Background: an optimization exercise with open tools, aiming at small area and a short achievable clock period. Do not read the settings as production practice.
Function was checked by simulation only, so behaviour that the tests miss may differ from the original.

Design ex_stage, start of the top module:
module ex_stage (
  input  wire logic                     clock,
  input  wire logic                     reset,
  input  wire logic [64-1:0]    alu_npc,
  input  wire ex_pkg::ex_ir_t           alu_ir,
  input  wire logic [64-1:0]    alu_rega,
  input  wire logic [64-1:0]    alu_regb,
  input  wire logic [6-1:0] alu_dest,
  input  wire logic [2-1:0]     alu_opa_select,
  input  wire logic [2-1:0]     alu_opb_select,
  input  wire logic [5-1:0]    alu_func,
  input  wire logic                     rd_mem,
  input  wire logic                     wr_mem,
  input  wire logic                     cond_branch,
  input  wire logic                     uncond_branch,
  input  wire logic                     alu_valid,
  input  wire logic [64-1:0]    mul_npc,
  input  wire ex_pkg::ex_ir_t           mul_ir,
  input  wire logic [64-1:0]    mul_rega,
  input  wire logic [64-1:0]    mul_regb,
  input  wire logic [6-1:0] mul_dest,
  input  wire logic [2-1:0]     mul_opa_select,
  input  wire logic [2-1:0]     mul_opb_select,
  input  wire logic                     mul_valid,
  output logic      [64-1:0]    alu_npc_out,
  output logic      [64-1:0]    alu_result_out,
  output logic      [64-1:0]    take_branch_target,
  output logic                          take_branch,
  output logic                          rd_mem_out,
  output logic                          wr_mem_out,
  output logic                          alu_valid_out,
  output logic      [6-1:0] alu_dest_out,
  output logic      [64-1:0]    mul_npc_out,
  output logic      [64-1:0]    mul_product,
  output logic                          mul_valid_out,
  output logic      [6-1:0] mul_dest_out
);
Size in the first run: about 8100 cells after synthesis, ~820 I/O pins, about 0.088 mm2 of cells after synthesis.
clock: 10.0 ns
lec_check: 0
abc_clock_period_in_ps: 6000
cap_margin: 20
core_margin: 2
core_utilization: 50
setup_slack_margin: 3.0
slew_margin: 20
synth_hierarchical: 1
tns_end_percent: 0
standard.sh (not shown) runs the stock make flow with config.mk's settings and CLKGATE_MAP_FILE= SYNTH_SCRIPT=/design/flow/synth_recipe.tcl, a recipe that flattens the netlist after the stock synthesis.
==> flow/flow/run.sh <==
#!/bin/bash
# The standard layout (standard.sh), with two changes:
# - the buffers that buffer_ports puts on every input and output port are
#   plain buf_1 cells (timing repair still upsizes the ones on critical paths)
#   instead of the larger delay-buffer cell it picks by default;
# - before floorplanning, flow/downsize.tcl downsizes the booth selector cells
#   that synthesis oversized;
# - before pin placement, flow/io.tcl keeps the integer lane's ports together
#   on two edges.
set -euo pipefail
here=$(pwd)
export BUFFER_PORTS_ARGS="-buffer_cell sky130_fd_sc_hd__buf_1"
export PRE_FLOORPLAN_TCL="$here/flow/downsize.tcl"
export PRE_IO_PLACEMENT_TCL="$here/flow/io.tcl"
bash standard.sh > standard.log 2>&1
==> flow/flow/downsize.tcl <==
set db [ord::get_db]
set small [$db findMaster sky130_fd_sc_hd__a22oi_1]
set n 0
foreach inst [[ord::get_db_block] getInsts] {
  if { [[$inst getMaster] getName] eq "sky130_fd_sc_hd__a22oi_2" } {
    $inst swapMaster $small
    incr n
  }
}
puts "downsize.tcl: swapped $n a22oi_2 cells for a22oi_1"
==> flow/flow/io.tcl <==
# Run before place_pins (PRE_IO_PLACEMENT_TCL): keep the integer lane's ports
# together on the left edge and the left part of the bottom edge, so that its
# combinational paths from input ports to output ports stay short. The
# multiply lane's ports, whose paths start or end at registers, take the rest.
proc ports_matching { patterns } {
  set names {}
  foreach p $patterns {
    foreach port [get_ports $p] {
      lappend names [get_full_name $port]
    }
  }
  return $names
}
set die [[ord::get_db_block] getDieArea]
set w [expr { [ord::dbu_to_microns [$die dx]] }]
set left_pins [ports_matching {alu_rega[*] alu_regb[*] alu_result_out[*] take_branch_target[*]}]
set bottom_pins [ports_matching {alu_npc[*] alu_ir[*] alu_dest[*] alu_opa_select[*] alu_opb_select[*]
  alu_func[*] rd_mem wr_mem cond_branch uncond_branch alu_valid
  alu_npc_out[*] take_branch rd_mem_out wr_mem_out alu_valid_out alu_dest_out[*]}]
set_io_pin_constraint -pin_names $left_pins -region left:*
set_io_pin_constraint -pin_names $bottom_pins -region bottom:0-[expr { int($w * 0.6) }]
puts "io.tcl: [llength $left_pins] ports on the left edge, [llength $bottom_pins] on the bottom edge up to [expr { int($w * 0.6) }] um"
Edit:
--- a/flow/flow/run.sh
+++ b/flow/flow/run.sh
@@ -1,3 +1,3 @@
 #!/bin/bash
-# The standard layout (standard.sh), with two changes:
+# The standard layout (standard.sh), with these changes:
 # - the buffers that buffer_ports puts on every input and output port are
@@ -8,3 +8,5 @@
 # - before pin placement, flow/io.tcl keeps the integer lane's ports together
-#   on two edges.
+#   on two edges;
+# - every step that resizes cells first marks the delay cells don't-use
+#   (flow/dontuse.tcl), so that repair cannot turn a port buffer into one.
 set -euo pipefail
@@ -14,2 +16,5 @@
 export PRE_IO_PLACEMENT_TCL="$here/flow/io.tcl"
+for step in GLOBAL_PLACE RESIZE DETAIL_PLACE REPAIR_TIMING_POST_PLACE CTS GLOBAL_ROUTE; do
+  export PRE_${step}_TCL="$here/flow/dontuse.tcl"
+done
 bash standard.sh > standard.log 2>&1
==> flow/flow/dontuse.tcl (new file) <==
# Sourced at the start of each step that resizes cells: the delay cells share
# the "buf" footprint with the real buffers, and timing repair was swapping
# port buffers on critical paths for them. Keep them out of its reach.
set_dont_use [get_lib_cells {sky130_fd_sc_hd__clkdlybuf4s* sky130_fd_sc_hd__dlygate* sky130_fd_sc_hd__dlymetal*}]
--- a/flow/flow/downsize.tcl
+++ b/flow/flow/downsize.tcl
@@ -10 +10,2 @@
 puts "downsize.tcl: swapped $n a22oi_2 cells for a22oi_1"
+source [file join [file dirname [info script]] dontuse.tcl]
Settings changed: CTS_BUF_LIST from default to sky130_fd_sc_hd__clkbuf_4 sky130_fd_sc_hd__clkbuf_8.
=> Synthesized cell count is unchanged; cell area barely changes; clock skew barely changes; die area does not change; worst setup slack is worse by 0.14 ns.

========
Setup of lane 1:
ex_stage, a different RTL version from the one above (not shown whole).
For scale: ~8,100 cells after synthesis.
==> flow/config.mk <==
export PLATFORM = sky130hd
export DESIGN_NAME = ex_stage
export DESIGN_NICKNAME = ex_stage
export VERILOG_FILES = /design/flow/design.v
export SDC_FILE = /design/flow/constraint.sdc
export NUM_CORES = 4
export LEC_CHECK = 0
export ABC_CLOCK_PERIOD_IN_PS = 6000
export CAP_MARGIN = 20
export CORE_MARGIN = 2
export CORE_UTILIZATION = 65
export SETUP_SLACK_MARGIN = 3.0
export SLEW_MARGIN = 20
export SYNTH_HIERARCHICAL = 1
==> flow/constraint.sdc <==
create_clock -name core_clock -period 10.0 [get_ports {clock}]
set_input_delay 2.0000 -clock core_clock [delete_from_list [all_inputs] [get_ports {clock}]]
set_output_delay 2.0000 -clock core_clock [all_outputs]
set_load 0.01 [all_outputs]
==> flow/flow/run.sh <==
#!/bin/bash
# The standard layout (standard.sh), with two changes:
# - the buffers that buffer_ports puts on every input and output port are
#   plain buf_1 cells (timing repair still upsizes the ones on critical paths)
#   instead of the larger delay-buffer cell it picks by default;
# - before floorplanning, flow/downsize.tcl downsizes the booth selector cells
#   that synthesis oversized.
set -euo pipefail
here=$(pwd)
export BUFFER_PORTS_ARGS="-buffer_cell sky130_fd_sc_hd__buf_1"
export PRE_FLOORPLAN_TCL="$here/flow/downsize.tcl"
bash standard.sh > standard.log 2>&1
==> flow/flow/downsize.tcl <==
set db [ord::get_db]
set small [$db findMaster sky130_fd_sc_hd__a22oi_1]
set n 0
foreach inst [[ord::get_db_block] getInsts] {
  if { [[$inst getMaster] getName] eq "sky130_fd_sc_hd__a22oi_2" } {
    $inst swapMaster $small
    incr n
  }
}
puts "downsize.tcl: swapped $n a22oi_2 cells for a22oi_1"
Lane 1 | ERROR | global routing (5_1_grt)
--- input diff lane 1..lane 2 ---
- CORE_UTILIZATION now 50, was 65
## What came out
- Lane 2 finished all stages; the layout is clean.
- Area of placed instances across lane 2 and lane 1: no real change.
- Side by side, number of CTS-inserted buffers turned out higher in lane 2 than in lane 1.
- Between lane 2 and lane 1, the number of placement rows is lower for lane 1.
- Post-cts repair resize count, lane 2 and lane 1: lower on lane 1

========
Another version of the RTL of ex_stage (not shown whole).
Size in the first run: about 90000 um^2 of cells after synthesis.
Settings: LEC_CHECK=0, ABC_CLOCK_PERIOD_IN_PS=6000, CAP_MARGIN=20, CORE_MARGIN=2, CORE_UTILIZATION=50, CTS_BUF_LIST=sky130_fd_sc_hd__clkbuf_4 sky130_fd_sc_hd__clkbuf_8, SETUP_SLACK_MARGIN=2.8, SLEW_MARGIN=20, SYNTH_HIERARCHICAL=1, TNS_END_PERCENT=0; clock period 10.0 ns.
==> flow/flow/run.sh <==
#!/bin/bash
# The standard layout (standard.sh), with these changes:
# - the buffers that buffer_ports puts on every input and output port are
#   plain buf_1 cells (timing repair still upsizes the ones on critical paths)
#   instead of the larger delay-buffer cell it picks by default;
# - before floorplanning, flow/downsize.tcl downsizes the booth selector cells
#   that synthesis oversized;
# - before pin placement, flow/io.tcl keeps the integer lane's ports together
#   on two edges;
# - every step that resizes cells first marks the delay cells don't-use
#   (flow/dontuse.tcl), so that repair cannot turn a port buffer into one.
set -euo pipefail
here=$(pwd)
export BUFFER_PORTS_ARGS="-buffer_cell sky130_fd_sc_hd__buf_1"
export PRE_FLOORPLAN_TCL="$here/flow/downsize.tcl"
export PRE_IO_PLACEMENT_TCL="$here/flow/io.tcl"
for step in GLOBAL_PLACE RESIZE DETAIL_PLACE REPAIR_TIMING_POST_PLACE CTS GLOBAL_ROUTE; do
  export PRE_${step}_TCL="$here/flow/dontuse.tcl"
done
bash standard.sh > standard.log 2>&1
==> flow/flow/dontuse.tcl <==
# Sourced at the start of each step that resizes cells: the delay cells share
# the "buf" footprint with the real buffers, and timing repair was swapping
# port buffers on critical paths for them. Keep them out of its reach.
set_dont_use [get_lib_cells {sky130_fd_sc_hd__clkdlybuf4s* sky130_fd_sc_hd__dlygate* sky130_fd_sc_hd__dlymetal*}]
==> flow/flow/downsize.tcl <==
set db [ord::get_db]
set small [$db findMaster sky130_fd_sc_hd__a22oi_1]
set n 0
foreach inst [[ord::get_db_block] getInsts] {
  if { [[$inst getMaster] getName] eq "sky130_fd_sc_hd__a22oi_2" } {
    $inst swapMaster $small
    incr n
  }
}
puts "downsize.tcl: swapped $n a22oi_2 cells for a22oi_1"
source [file join [file dirname [info script]] dontuse.tcl]
Scripts as last shown in full above: flow/flow/io.tcl
Then changed:
==> flow/flow/run.sh (replaced) <==
#!/bin/bash
# The standard layout (standard.sh), with two changes:
# - the buffers that buffer_ports puts on every input and output port are
#   plain buf_1 cells (timing repair still upsizes the ones on critical paths)
#   instead of the larger delay-buffer cell it picks by default;
# - before floorplanning, flow/downsize.tcl downsizes the booth selector cells
#   that synthesis oversized;
# - before pin placement, flow/io.tcl keeps the integer lane's ports together
#   on two edges.
set -euo pipefail
here=$(pwd)
export BUFFER_PORTS_ARGS="-buffer_cell sky130_fd_sc_hd__buf_1"
export PRE_FLOORPLAN_TCL="$here/flow/downsize.tcl"
export PRE_IO_PLACEMENT_TCL="$here/flow/io.tcl"
bash standard.sh > standard.log 2>&1
--- a/flow/flow/downsize.tcl
+++ b/flow/flow/downsize.tcl
@@ -10,2 +10 @@
 puts "downsize.tcl: swapped $n a22oi_2 cells for a22oi_1"
-source [file join [file dirname [info script]] dontuse.tcl]
CORE_UTILIZATION = 55   (was 50)
SETUP_SLACK_MARGIN = 3.5   (was 2.8)
removed: flow/flow/dontuse.tcl
Effect:
- Now the flow ended with an error in global routing
- synthesized cell count does not change
- synthesized area stays the same

## what the ideal ports hide
The flow's constraints put no driver on any port. The routed layouts listed below were extracted and timed again, unchanged, in two steps. Step 1, drivers: a clkbuf_16 drives clock and a buf_2 each remaining input, both assumed. Step 2 moves the port delays by t, midway between the first and last clock arrival at a register: inputs arrive t later, outputs are due t later. That takes back most of the time a late clock gives input paths. a / b / c = ideal ports / drivers / drivers and shift; a / b = the first two.
run | t (ns) | setup WS [ns] | worst setup path at the end | slew at the worst register clock pin (ns) | cell pins on the clock port's net
the first run of note 1 | 0.864 | 2.264 / 2.175 / 2.175 | input to output | 0.08 / 0.08 | 1
the second run of note 1 | 1.047 | 2.122 / 2.028 / 2.028 | input to output | 0.08 / 0.08 | 1
lane 2 | 0.869 | 1.605 / 1.341 / 1.341 | input to output | 0.08 / 0.08 | 1
the first run of note 3 | 1.043 | 2.340 / 2.033 / 2.033 | input to output | 0.07 / 0.07 | 1
After both steps every run listed still meets setup and hold. The setup slack of the first run of note 3, which loses most, moves by -0.307 ns with the drivers and by -0.307 ns with both steps.
